Background: an optimization exercise with open tools, aiming at a short achievable clock period. Do not read the settings as production practice.
In this exercise RTL edits were held to simulation tests only and were not proved equivalent to the original.
No driver is modelled on the clock port, so clocking that relies on it looks cheaper here than on a real chip.
Power and IR drop assume default switching activity.

Setup of job 3211:
Design branch_predictor, start of the top module:
module branch_predictor #(
  parameter int ENTRIES = 16,
  parameter int INDEX_W = 4
) (
  input  logic        clk_i,
  input  logic        rst_i,
  input  logic [31:0] fetch_pc_i,
  output logic [31:0] next_pc_o,
  output logic        pred_taken_o,
  output logic [31:0] pred_target_o,
  input  logic        mem_stall_i,
  input  logic        upd_valid_i,
  input  logic [31:0] upd_pc_i,
  input  logic        upd_taken_i,
  input  logic [31:0] upd_target_i,
  input  logic        upd_pred_taken_i,
  input  logic [31:0] upd_pred_target_i,
  output logic        mispredict_o,
  output logic [31:0] redirect_pc_o,
  output logic [31:0] branch_cnt_o,
  output logic [31:0] mispred_cnt_o
);
  localparam int TAG_W = 30 - INDEX_W;
  typedef enum logic [1:0] {
    CTR_SN = 2'b00,
    CTR_WN = 2'b01,
    CTR_WT = 2'b10,
    CTR_ST = 2'b11
  } ctr_e;
  logic [ENTRIES-1:0]       valid_q;
  logic [ENTRIES-1:0][1:0]  ctr_q;
  logic [TAG_W-1:0]         tag_q    [ENTRIES];
  ...
For scale: roughly 4000 cells after synthesis, about 300 I/O pins, ~0.052 sq mm of cells after synthesis.
export LEC_CHECK = 0
export ABC_CLOCK_PERIOD_IN_PS = 4000
export CAP_MARGIN = 20
export CORE_MARGIN = 2
export CORE_UTILIZATION = 40
export SETUP_SLACK_MARGIN = 2.5
export SLEW_MARGIN = 20
export SYNTH_HIERARCHICAL = 1
create_clock -name core_clock -period 7.0 [get_ports {clk_i}]
standard.sh (not shown) runs the stock make flow with config.mk's settings and CLKGATE_MAP_FILE= SYNTH_SCRIPT=/design/flow/synth_recipe.tcl, a recipe that flattens the netlist after the stock synthesis.
==> flow/flow/run.sh <==
#!/bin/bash
# Standard layout, with the delay cells (clkdlybuf4s*, dlygate*, dlymetal*,
# dlybuf*), buf_1, bufbuf_* and clkinvlp_* kept out of port buffering and
# timing repair. Synthesis is the
# standard one, run unchanged first; the later steps source flow/dont_use.tcl
# through ORFS's PRE_<step>_TCL hooks, and flow/io.tcl sets pin regions
# before pin placement; timing-driven global placement weights the critical
# nets more than by default. Each tool's output goes to a log here.
set -euo pipefail
H="$PWD/flow/dont_use.tcl"
bash standard.sh synth > synth.log 2>&1
bash standard.sh \
  PRE_FLOORPLAN_TCL="$H" PRE_GLOBAL_PLACE_TCL="$H" PRE_RESIZE_TCL="$H" \
  PRE_DETAIL_PLACE_TCL="$H" PRE_CTS_TCL="$H" PRE_GLOBAL_ROUTE_TCL="$H" \
  PRE_DETAIL_ROUTE_TCL="$H" PRE_FILLCELL_TCL="$H" \
  PRE_IO_PLACEMENT_TCL="$PWD/flow/io.tcl" \
  GLOBAL_PLACEMENT_ARGS="-timing_driven_net_weight_max 5 -timing_driven_nets_percentage 20" \
  finish > layout.log 2>&1
==> flow/flow/dont_use.tcl <==
# Keep delay cells, the weakest buffers and low-power clock inverters out of
# port buffering and timing repair.
set_dont_use [get_lib_cells {sky130_fd_sc_hd__clkdlybuf4s* sky130_fd_sc_hd__dlygate* sky130_fd_sc_hd__dlymetal* sky130_fd_sc_hd__dlybuf* sky130_fd_sc_hd__buf_1 sky130_fd_sc_hd__clkinvlp_* sky130_fd_sc_hd__bufbuf_*}]
==> flow/flow/io.tcl <==
# Pin regions: the fetch lookup's ports in one corner of the die, the
# resolve/update ports along the opposite edges.
set die [ord::get_die_area]
set w [lindex $die 2]
set h [lindex $die 3]
set hw [expr {int($w / 2)}]
set hh [expr {int($h / 2)}]
proc bp_ports {pats} {
  set names {}
  foreach p $pats {
    foreach port [get_ports $p] { lappend names [get_full_name $port] }
  }
  return $names
}
set_io_pin_constraint -pin_names [bp_ports {fetch_pc_i[*] pred_taken_o}] -region left:0-$hh
set_io_pin_constraint -pin_names [bp_ports {next_pc_o[*] pred_target_o[*]}] -region bottom:0-$hw
set_io_pin_constraint -pin_names [bp_ports {upd_pc_i[*] upd_target_i[*] upd_taken_i redirect_pc_o[*]}] -region right:*
set_io_pin_constraint -pin_names [bp_ports {upd_pred_target_i[*] upd_pred_taken_i upd_valid_i mem_stall_i mispredict_o}] -region top:*
Job 3211 closes out successfully: all stages finished, all timing, DRC and antenna checks passed.
Here is what was changed in the inputs of job 1981 compared with job 3211.
--- a/flow/flow/run.sh
+++ b/flow/flow/run.sh
@@ -6,4 +6,3 @@
 # through ORFS's PRE_<step>_TCL hooks, and flow/io.tcl sets pin regions
-# before pin placement; timing-driven global placement weights the critical
-# nets more than by default. Each tool's output goes to a log here.
+# before pin placement. Each tool's output goes to a log here.
 set -euo pipefail
@@ -16,3 +15,2 @@
   PRE_IO_PLACEMENT_TCL="$PWD/flow/io.tcl" \
-  GLOBAL_PLACEMENT_ARGS="-timing_driven_net_weight_max 5 -timing_driven_nets_percentage 20" \
   finish > layout.log 2>&1
--- a/flow/flow/io.tcl
+++ b/flow/flow/io.tcl
@@ -1,3 +1,3 @@
-# Pin regions: the fetch lookup's ports in one corner of the die, the
-# resolve/update ports along the opposite edges.
+# Pin regions: the fetch lookup's ports packed into one corner of the die,
+# the resolve/update ports along the opposite edges.
 set die [ord::get_die_area]
@@ -5,4 +5,4 @@
 set h [lindex $die 3]
-set hw [expr {int($w / 2)}]
-set hh [expr {int($h / 2)}]
+set hw [expr {int($w / 3)}]
+set hh [expr {int($h / 4)}]
 proc bp_ports {pats} {
## What came out
- Job 1981 gives less end-of-flow core utilization than job 3211 did.
- Post-synthesis to final-layout area growth delta for job 1981 relative to job 3211: 1.2 points lower
- Against job 3211, job 1981 reports a minimum clock period after layout that is lower.
- Looking at final worst setup slack, job 1981 sits 0.0043 ns above job 3211.
- Delta (job 1981 minus job 3211): part of the total power dissipated in the clock network -1.8 points; count of placed standard cells in the final layout, fillers left out barely changed; post-route standard cell area excluding fillers fell by 630 sq um; detailed-route wire length per cell fell by about 2.4%; global routing met3 resource utilization went down 0.38 points.
Setup changes, job 1981 to job 5666
# job 1981
export LEC_CHECK = 0
export ABC_CLOCK_PERIOD_IN_PS = 4000
export CAP_MARGIN = 20
export CORE_MARGIN = 2
export CORE_UTILIZATION = 40
export SETUP_SLACK_MARGIN = 2.5
export SLEW_MARGIN = 20
export SYNTH_HIERARCHICAL = 1
create_clock -name core_clock -period 7.0 [get_ports {clk_i}]
# job 5666
export LEC_CHECK = 0
export ABC_CLOCK_PERIOD_IN_PS = 4000
export CAP_MARGIN = 20
export CORE_MARGIN = 2
export CORE_UTILIZATION = 55
export SETUP_SLACK_MARGIN = 2.5
export SLEW_MARGIN = 20
export SYNTH_HIERARCHICAL = 1
create_clock -name core_clock -period 7.0 [get_ports {clk_i}]
--- a/flow/flow/io.tcl
+++ b/flow/flow/io.tcl
@@ -1,3 +1,3 @@
-# Pin regions: the fetch lookup's ports packed into one corner of the die,
-# the resolve/update ports along the opposite edges.
+# Pin regions: the fetch lookup's ports in one corner of the die, the
+# resolve/update ports along the opposite edges.
 set die [ord::get_die_area]
@@ -5,4 +5,4 @@
 set h [lindex $die 3]
-set hw [expr {int($w / 3)}]
-set hh [expr {int($h / 4)}]
+set hw [expr {int($w / 2)}]
+set hh [expr {int($h / 2)}]
 proc bp_ports {pats} {
Notes after the runs:
- The peak supply drop of job 5666 exceeds that of job 1981 by about 33%.
- When the final numbers for job 5666 and job 1981 were put side by side, the total global-route track usage turned out to be smaller in job 1981.
- Measured against each other, job 5666 and job 1981 differ in share of the cycle needed by the critical path after routing, the higher figure coming from job 1981.
- Compared to job 1981, job 5666 has area of all placed cells without fillers 0.0015 sq mm lower.

-- afterwards: timing with drivers on the ports --
Ports are ideal in the flow. The routed layouts listed here were re-timed in OpenROAD.
Step 1: set_driving_cell puts a clkbuf_16 on clk_i and a buf_2 on each other input, an assumption about the parent block.
Step 2 also shifts input and output timing later by t, the mid clock arrival at the registers, as if the neighbouring blocks saw the same clock.
Three values: no drivers, after step 1, after step 2; two values: the first two.
run | t (ns) | slack for setup (ns) | pins driven straight from the clock port
job 3211 | 0.809 | 2.197 / 2.111 / 1.749 | 1
job 1981 | 0.805 | 2.202 / 2.083 / 1.839 | 1
job 5666 | 0.764 | 2.225 / 2.076 / 1.942 | 1
After both steps setup and hold are still met in every run listed. The setup slack of job 3211, which loses most, moves by -0.086 ns with the drivers and by -0.448 ns with both steps.
